Source: an optimization exercise on an open RTL-to-GDS flow (aim: a short achievable clock period and few clock cycles per item). Production flows keep margins and buffers that such runs may drop.
Where RTL was checked, it was by simulation tests only, not by an equivalence proof against the original.
No activity file was given, so power comes from the tool's default toggle rates.

==> inputs of v13 <==
Design switch_top, start of the top module:
module switch_top #(
	parameter int FIFO_DEPTH = 17
) (
	input wire logic to,
	input wire logic rst_n,
	input wire logic noc_to_dev_ctl,
	input wire logic [switch_pkg::BYTE_W-1:0] noc_to_dev_data,
	output logic [switch_pkg::NUM_PORTS-1:0] dev_tx_ctl,
	output logic [switch_pkg::NUM_PORTS-1:0][switch_pkg::BYTE_W-1:0] dev_tx_data,
	input wire logic [switch_pkg::NUM_PORTS-1:0] dev_rx_ctl,
	input wire logic [switch_pkg::NUM_PORTS-1:0][switch_pkg::BYTE_W-1:0] dev_rx_data,
	output logic noc_from_dev_ctl,
	output logic [switch_pkg::BYTE_W-1:0] noc_from_dev_data
);
clock: 4.5 ns
lec_check: 0
abc_clock_period_in_ps: 2000
cap_margin: 20
core_margin: 2
core_utilization: 40
setup_slack_margin: 2.4
slew_margin: 20
tns_end_percent: 100
run.sh (not shown) runs the stock make flow with config.mk's settings and CLKGATE_MAP_FILE= SYNTH_SCRIPT=/design/flow/synth_recipe.tcl, a recipe that flattens the netlist after the stock synthesis.
==> v15: changes against v13 <==
--- a/flow/design.v
+++ b/flow/design.v
@@ -37,56 +37,63 @@
 	input wire logic to,
 	input wire logic rst_n,
 	input wire logic [switch_pkg::BYTE_W:0] wdata,
 	input wire logic wlast,
 	input wire logic adv,
 	input wire logic rd,
 	output logic [switch_pkg::BYTE_W:0] head,
-	output logic head_last
+	output logic head_last_nxt
 );
 	logic [DEPTH-1:0][switch_pkg::BYTE_W:0] mem;
 	logic [DEPTH-1:0] last;
 	logic [DEPTH-1:0] wr_ptr;
 	logic [DEPTH-1:0] rd_ptr;
 	logic [DEPTH:0] occ;
+	logic [DEPTH-1:0] wr_q;
+	logic [DEPTH-1:0] rd_q;
+	logic [DEPTH:0] occ_q;
+	assign wr_ptr = wr_q ^ DEPTH'(1);
+	assign rd_ptr = rd_q ^ DEPTH'(1);
+	assign occ = occ_q ^ (DEPTH+1)'(1);
 	logic [switch_pkg::BYTE_W:0] mem_nxt;
 	logic last_nxt;
+	logic head_last;
 	always_comb begin
 		mem_nxt = '0;
 		last_nxt = 1'b0;
 		for (int i = 0; i < DEPTH; i++) begin
 			mem_nxt = mem_nxt | (mem[i] & {(switch_pkg::BYTE_W+1){rd_ptr[(i+DEPTH-1)%DEPTH]}});
 			last_nxt = last_nxt | (last[i] & rd_ptr[(i+DEPTH-1)%DEPTH]);
 		end
 	end
+	assign head_last_nxt = rd ? (occ[1] ? wlast : last_nxt) : (occ[0] ? wlast : head_last);
 	always_ff @(posedge to) begin
 		for (int i = 0; i < DEPTH; i++) begin
 			if (wr_ptr[i]) begin
 				mem[i] <= wdata;
 				last[i] <= wlast;
 			end
 		end
+		head_last <= head_last_nxt;
 		if (rd) begin
 			head <= occ[1] ? wdata : mem_nxt;
-			head_last <= occ[1] ? wlast : last_nxt;
 		end else if (occ[0]) begin
 			head <= wdata;
-			head_last <= wlast;
 		end
 	end
 	always_ff @(posedge to or negedge rst_n) begin
 		if (!rst_n) begin
-			wr_ptr <= DEPTH'(1);
-			rd_ptr <= DEPTH'(1);
-			occ <= (DEPTH+1)'(1);
+			wr_q <= '0;
+			rd_q <= '0;
+			occ_q <= '0;
 		end else begin
-			if (adv) wr_ptr <= {wr_ptr[DEPTH-2:0], wr_ptr[DEPTH-1]};
-			if (rd) rd_ptr <= {rd_ptr[DEPTH-2:0], rd_ptr[DEPTH-1]};
-			if (adv && !rd) occ <= {occ[DEPTH-1:0], 1'b0};
-			else if (!adv && rd) occ <= {1'b0, occ[DEPTH:1]};
+			if (adv) wr_q <= {wr_ptr[DEPTH-2:0], wr_ptr[DEPTH-1]} ^ DEPTH'(1);
+			if (rd) rd_q <= {rd_ptr[DEPTH-2:0], rd_ptr[DEPTH-1]} ^ DEPTH'(1);
+			if (adv && !rd) occ_q <= {occ[DEPTH-1:0], 1'b0} ^ (DEPTH+1)'(1);
+			else if (!adv && rd) occ_q <= {1'b0, occ[DEPTH:1]} ^ (DEPTH+1)'(1);
 		end
 	end
 endmodule
 `default_nettype wire
 `timescale 1ns/1ns
 `default_nettype none
 module resp_queue #(
@@ -96,24 +103,25 @@
 	input wire logic to,
 	input wire logic rst_n,
 	input wire logic dev_rx_ctl,
 	input wire logic [switch_pkg::BYTE_W-1:0] dev_rx_data,
 	input wire logic rd,
 	input wire logic start,
 	output logic [switch_pkg::BYTE_W:0] head,
-	output logic head_last,
+	output logic head_last_nxt,
 	output logic pkt_avail,
 	output logic pkt_is_read
 );
 	logic in_pkt;
 	logic rx_ctl_n;
 	logic [switch_pkg::BYTE_W-1:0] rx_data;
 	logic [switch_pkg::BYTE_W:0] rx_flit;
 	logic rx_cmd;
 	logic rx_nop;
+	logic rx_nop_n;
 	logic rx_read;
 	logic acc;
 	logic push;
 	logic [PKT_DEPTH-1:0] pv;
 	logic [PKT_DEPTH-1:0] pc;
 	logic [PKT_DEPTH-1:0] sv;
 	logic [PKT_DEPTH-1:0] sc;
@@ -123,25 +131,26 @@
 	logic [PKT_DEPTH-1:0] v1;
 	logic [PKT_DEPTH-1:0] c1;
 	always_ff @(posedge to or negedge rst_n) begin
 		if (!rst_n) begin
 			rx_ctl_n <= 1'b0;
 			rx_data <= switch_pkg::NOP_DATA;
 			rx_cmd <= 1'b0;
-			rx_nop <= 1'b1;
+			rx_nop_n <= 1'b0;
 			rx_read <= 1'b0;
 		end else begin
 			rx_ctl_n <= !dev_rx_ctl;
 			rx_data <= dev_rx_data;
 			rx_cmd <= switch_pkg::is_cmd({dev_rx_ctl, dev_rx_data});
-			rx_nop <= switch_pkg::is_nop({dev_rx_ctl, dev_rx_data});
+			rx_nop_n <= !switch_pkg::is_nop({dev_rx_ctl, dev_rx_data});
 			rx_read <= (dev_rx_data[2:0] == switch_pkg::op_read_resp);
 		end
 	end
 	assign rx_flit = {!rx_ctl_n, rx_data};
+	assign rx_nop = !rx_nop_n;
 	assign acc = in_pkt || rx_cmd;
 	assign push = !in_pkt && rx_cmd;
 	always_ff @(posedge to or negedge rst_n) begin
 		if (!rst_n) begin
 			in_pkt <= 1'b0;
 		end else if (in_pkt) begin
 			if (rx_nop) in_pkt <= 1'b0;
@@ -155,15 +164,15 @@
 		.to         (to),
 		.rst_n      (rst_n),
 		.wdata      (rx_flit),
 		.wlast      (rx_nop),
 		.adv        (acc),
 		.rd         (rd),
 		.head       (head),
-		.head_last  (head_last)
+		.head_last_nxt (head_last_nxt)
 	);
 	always_comb begin
 		for (int j = 0; j < PKT_DEPTH; j++) begin
 			v0[j] = pv[j] || (push && !pv[j] && ((j == 0) ? 1'b1 : pv[(j+PKT_DEPTH-1)%PKT_DEPTH]));
 			c0[j] = (push && !pv[j] && ((j == 0) ? 1'b1 : pv[(j+PKT_DEPTH-1)%PKT_DEPTH])) ? rx_read : pc[j];
 			sv[j] = (j == PKT_DEPTH-1) ? 1'b0 : pv[(j+1)%PKT_DEPTH];
 			sc[j] = (j == PKT_DEPTH-1) ? 1'b0 : pc[(j+1)%PKT_DEPTH];
@@ -207,35 +216,39 @@
 `default_nettype none
 module resp_scheduler (
 	input wire logic to,
 	input wire logic rst_n,
 	input wire switch_pkg::port_sel_t pkt_avail,
 	input wire switch_pkg::port_sel_t pkt_is_read,
 	input wire logic [switch_pkg::NUM_PORTS-1:0][switch_pkg::BYTE_W:0] head,
-	input wire switch_pkg::port_sel_t head_last,
+	input wire switch_pkg::port_sel_t head_last_nxt,
 	output switch_pkg::port_sel_t rd,
 	output switch_pkg::port_sel_t start,
 	output logic noc_from_dev_ctl,
 	output logic [switch_pkg::BYTE_W-1:0] noc_from_dev_data
 );
 	localparam int NP = switch_pkg::NUM_PORTS;
 	switch_pkg::port_sel_t sel;
 	switch_pkg::port_sel_t sel_nxt;
-	logic idle;
+	logic busy;
 	switch_pkg::port_sel_t nx;
 	logic nx_read;
 	switch_pkg::port_sel_t ptr_hi;
 	switch_pkg::port_sel_t ptr_lo;
+	switch_pkg::port_sel_t ptr_hi_q;
+	switch_pkg::port_sel_t ptr_lo_q;
+	logic fin_n;
 	switch_pkg::port_sel_t req_hi;
 	switch_pkg::port_sel_t req_lo;
 	switch_pkg::port_sel_t grant_hi;
 	switch_pkg::port_sel_t grant_lo;
 	switch_pkg::port_sel_t pick;
 	logic any_hi;
 	logic fin;
+	logic fin_nxt;
 	logic [switch_pkg::BYTE_W:0] cur;
 	logic out_ctl_n;
 	assign req_hi = pkt_avail & pkt_is_read;
 	assign req_lo = pkt_avail & ~pkt_is_read;
 	assign any_hi = |req_hi;
 	rr_arbiter i_arb_hi (
 		.req   (req_hi),
@@ -250,38 +263,43 @@
 	assign pick = any_hi ? grant_hi : grant_lo;
 	always_comb begin
 		cur = '0;
 		for (int k = 0; k < NP; k++) begin
 			cur = cur | (head[k] & {(switch_pkg::BYTE_W+1){sel[k]}});
 		end
 	end
-	assign fin = idle || (|(sel & head_last));
+	assign ptr_hi = ptr_hi_q ^ switch_pkg::port_sel_t'(1);
+	assign ptr_lo = ptr_lo_q ^ switch_pkg::port_sel_t'(1);
+	assign fin = !fin_n;
+	assign fin_nxt = fin ? (!(|nx) || (|(nx & head_last_nxt))) : (|(sel & head_last_nxt));
 	assign rd = sel;
 	assign sel_nxt = fin ? nx : sel;
 	assign start = fin ? nx : '0;
 	always_ff @(posedge to or negedge rst_n) begin
 		if (!rst_n) begin
 			sel <= '0;
-			idle <= 1'b1;
+			busy <= 1'b0;
+			fin_n <= 1'b0;
 			nx <= '0;
 			nx_read <= 1'b0;
-			ptr_hi <= switch_pkg::port_sel_t'(1);
-			ptr_lo <= switch_pkg::port_sel_t'(1);
+			ptr_hi_q <= '0;
+			ptr_lo_q <= '0;
 			out_ctl_n <= 1'b0;
 			noc_from_dev_data <= switch_pkg::NOP_DATA;
 		end else begin
 			nx <= pick;
 			nx_read <= any_hi;
 			sel <= sel_nxt;
-			idle <= !(|sel_nxt);
+			busy <= |sel_nxt;
+			fin_n <= !fin_nxt;
 			if (fin && (|nx)) begin
-				if (nx_read) ptr_hi <= {nx[NP-2:0], nx[NP-1]};
-				else ptr_lo <= {nx[NP-2:0], nx[NP-1]};
+				if (nx_read) ptr_hi_q <= {nx[NP-2:0], nx[NP-1]} ^ switch_pkg::port_sel_t'(1);
+				else ptr_lo_q <= {nx[NP-2:0], nx[NP-1]} ^ switch_pkg::port_sel_t'(1);
 			end
-			out_ctl_n <= !(cur[switch_pkg::BYTE_W] | idle);
+			out_ctl_n <= busy && !cur[switch_pkg::BYTE_W];
 			noc_from_dev_data <= cur[switch_pkg::BYTE_W-1:0];
 		end
 	end
 	assign noc_from_dev_ctl = !out_ctl_n;
 endmodule
 `default_nettype wire
 `timescale 1ns/1ns
@@ -291,45 +309,47 @@
 	input wire logic rst_n,
 	input wire logic noc_to_dev_ctl,
 	input wire logic [switch_pkg::BYTE_W-1:0] noc_to_dev_data,
 	output logic [switch_pkg::NUM_PORTS-1:0] dev_tx_ctl,
 	output logic [switch_pkg::NUM_PORTS-1:0][switch_pkg::BYTE_W-1:0] dev_tx_data
 );
 	logic st_cmd;
+	logic st_cmd_n;
 	logic st_dest;
 	logic st_fwd;
 	switch_pkg::port_sel_t sel;
 	switch_pkg::port_sel_t sel_nxt;
 	switch_pkg::port_sel_t dest_dec;
 	logic [switch_pkg::BYTE_W:0] in_flit;
 	logic [switch_pkg::BYTE_W:0] dly1;
 	logic in_cmd;
 	logic in_nop;
 	logic take_dest;
 	logic clear;
 	switch_pkg::port_sel_t tx_ctl_n;
 	assign in_flit = {noc_to_dev_ctl, noc_to_dev_data};
+	assign st_cmd = !st_cmd_n;
 	assign in_cmd = switch_pkg::is_cmd(in_flit);
 	assign in_nop = switch_pkg::is_nop(in_flit);
 	always_comb begin
 		for (int k = 0; k < switch_pkg::NUM_PORTS; k++) begin
 			dest_dec[k] = (noc_to_dev_data == switch_pkg::DEV_ID_BASE + switch_pkg::BYTE_W'(k));
 		end
 	end
 	assign take_dest = st_dest && !noc_to_dev_ctl;
 	assign clear = !st_dest && in_cmd;
 	assign sel_nxt = take_dest ? dest_dec : (clear ? '0 : sel);
 	always_ff @(posedge to or negedge rst_n) begin
 		if (!rst_n) begin
-			st_cmd <= 1'b1;
+			st_cmd_n <= 1'b0;
 			st_dest <= 1'b0;
 			st_fwd <= 1'b0;
 			sel <= '0;
 		end else begin
-			st_cmd <= (st_cmd && !in_cmd) || ((st_dest || st_fwd) && in_nop);
+			st_cmd_n <= !((st_cmd && !in_cmd) || ((st_dest || st_fwd) && in_nop));
 			st_dest <= (st_dest && noc_to_dev_ctl && !in_nop) || clear;
 			st_fwd <= take_dest || (st_fwd && !noc_to_dev_ctl);
 			sel <= sel_nxt;
 		end
 	end
 	always_ff @(posedge to) begin
 		dly1 <= in_flit;
@@ -374,15 +394,15 @@
 );
 	localparam int NP = switch_pkg::NUM_PORTS;
 	switch_pkg::port_sel_t pkt_avail;
 	switch_pkg::port_sel_t pkt_is_read;
 	switch_pkg::port_sel_t rd;
 	switch_pkg::port_sel_t start;
 	logic [NP-1:0][switch_pkg::BYTE_W:0] head;
-	switch_pkg::port_sel_t head_last;
+	switch_pkg::port_sel_t head_last_nxt;
 	dest_router i_dest_router (
 		.to              (to),
 		.rst_n           (rst_n),
 		.noc_to_dev_ctl  (noc_to_dev_ctl),
 		.noc_to_dev_data (noc_to_dev_data),
 		.dev_tx_ctl      (dev_tx_ctl),
 		.dev_tx_data     (dev_tx_data)
@@ -394,26 +414,26 @@
 			.to          (to),
 			.rst_n       (rst_n),
 			.dev_rx_ctl  (dev_rx_ctl[k]),
 			.dev_rx_data (dev_rx_data[k]),
 			.rd          (rd[k]),
 			.start       (start[k]),
 			.head        (head[k]),
-			.head_last   (head_last[k]),
+			.head_last_nxt (head_last_nxt[k]),
 			.pkt_avail   (pkt_avail[k]),
 			.pkt_is_read (pkt_is_read[k])
 		);
 	end
 	resp_scheduler i_resp_scheduler (
 		.to                (to),
 		.rst_n             (rst_n),
 		.pkt_avail         (pkt_avail),
 		.pkt_is_read       (pkt_is_read),
 		.head              (head),
-		.head_last         (head_last),
+		.head_last_nxt     (head_last_nxt),
 		.rd                (rd),
 		.start             (start),
 		.noc_from_dev_ctl  (noc_from_dev_ctl),
 		.noc_from_dev_data (noc_from_dev_data)
 	);
 endmodule
 `default_nettype wire
==> flow/flow/run.sh (new file) <==
#!/bin/bash
# standard layout with plain buffers on the ports (buffer_ports would pick delay cells,
# which the later repairs leave alone)
set -euo pipefail
here=$(pwd)
res=$here/orfs/results/$FLOW_PLATFORM/switch_top/base
export BUFFER_PORTS_ARGS="-buffer_cell sky130_fd_sc_hd__buf_4"
bash standard.sh place > std_place.log 2>&1
RES=$res openroad -no_init -exit flow/fix_ports.tcl > fix_ports.log 2>&1
bash standard.sh finish > std_finish.log 2>&1
==> flow/flow/fix_ports.tcl (new file) <==
# any port buffer still a delay cell gets a plain buffer of the same function
read_db $::env(RES)/3_place.odb
set db [ord::get_db]
set block [ord::get_db_block]
set buf [$db findMaster sky130_fd_sc_hd__buf_4]
set n 0
foreach inst [$block getInsts] {
  set m [[$inst getMaster] getName]
  if {[string match "sky130_fd_sc_hd__clkdlybuf4s*" $m] && ([string match "input*" [$inst getName]] || [string match "output*" [$inst getName]])} {
    $inst swapMaster $buf
    incr n
  }
}
puts "swapped $n port buffers"
detailed_placement
check_placement -verbose
write_db $::env(RES)/3_place.odb
==> flow/standard.sh (new file) <==
#!/bin/bash
# synth_recipe.tcl (not shown) runs the flow's synth.tcl, then flattens the netlist and writes it again
# the make line also repeats each setting of config.mk as NAME=value (left out here)
make -C /OpenROAD-flow-scripts/flow DESIGN_CONFIG=/design/flow/config.mk WORK_HOME=/design/flow/orfs CLKGATE_MAP_FILE= SYNTH_SCRIPT=/design/flow/synth_recipe.tcl "${@:-finish}"
- CTS_CLUSTER_DIAMETER: not set -> 80
- CTS_CLUSTER_SIZE: not set -> 22
removed: flow/run.sh
==> run notes <==
quantity                                                              v13          v15
Result of the run                                timing/DRC/antenna clean  timing/DRC/antenna clean
Die Y-Extent                                                     326.5 um     327.2 um
Per-cell via count in the routed design                             5.622        5.712
Maximum fanout encountered on the critical timing path                  6           12
Vias in the first global route                                      23390        23480
Footprint of the multi-input gates                              9429 um^2    9305 um^2
Worst Path Buf+Inv                                                      2            0
Sequential share of the synthesized area                           0.7652       0.7608
Cells on worst reg2reg path                                             7            6
Sequential cell area share                                         0.6638       0.6917
Req. time, crit path                                              5.05 ns      5.13 ns
Clock-net power                                                 0.00900 W    0.00586 W
Area fraction of the dominant cell type after synthesis            0.5197       0.5145
M1 wire length                                                   41.90 mm     43.92 mm
FFs w/ async S/R, synth                                            0.3543       0.3549
Overall Global Routing Usage                                       0.1796       0.1849
Cell Area, Placed                                              43950 um^2   43900 um^2
Mapped cell area                                               41600 um^2   41790 um^2
Core Box Area                                                 103300 um^2  103600 um^2
Met3 routed WL                                                   6.775 mm     7.174 mm
Maximum number of pins on one net before global-route repair          104           99
P_int                                                           0.01748 W    0.01863 W
Testbench counts of v15, summed over its fixed seeds: cycles 7,595, items 1,536.
The RTL of v13 was laid out without a check of its function.

==> static timing again, ports no longer ideal <==
Ports are ideal in the flow. The routed layouts listed here were re-timed in OpenROAD. Step 1 assumes that a clkbuf_16 drives the clock port and a buf_2 every other input. Step 2 also shifts input and output timing later by t, the mid clock arrival at the registers, as if the neighbouring blocks saw the same clock. Three values: ideal ports, drivers, drivers and shift; two values: the first two.
run	shift t [ns]	setup WS [ns]	hold slack, ns	worst register clock-pin slew, ns	cell pins on the clock port's net
v13	0.732	2.319 / 2.285 / 1.768	0.182 / 0.174 / 0.482	0.07 / 0.07	1
v15	0.728	2.344 / 2.320 / 1.949	0.168 / 0.152 / 0.479	0.09 / 0.09	1
After both steps every run listed still meets setup and hold. The setup slack of v13, which loses most, moves by -0.034 ns with the drivers and by -0.551 ns with both steps.
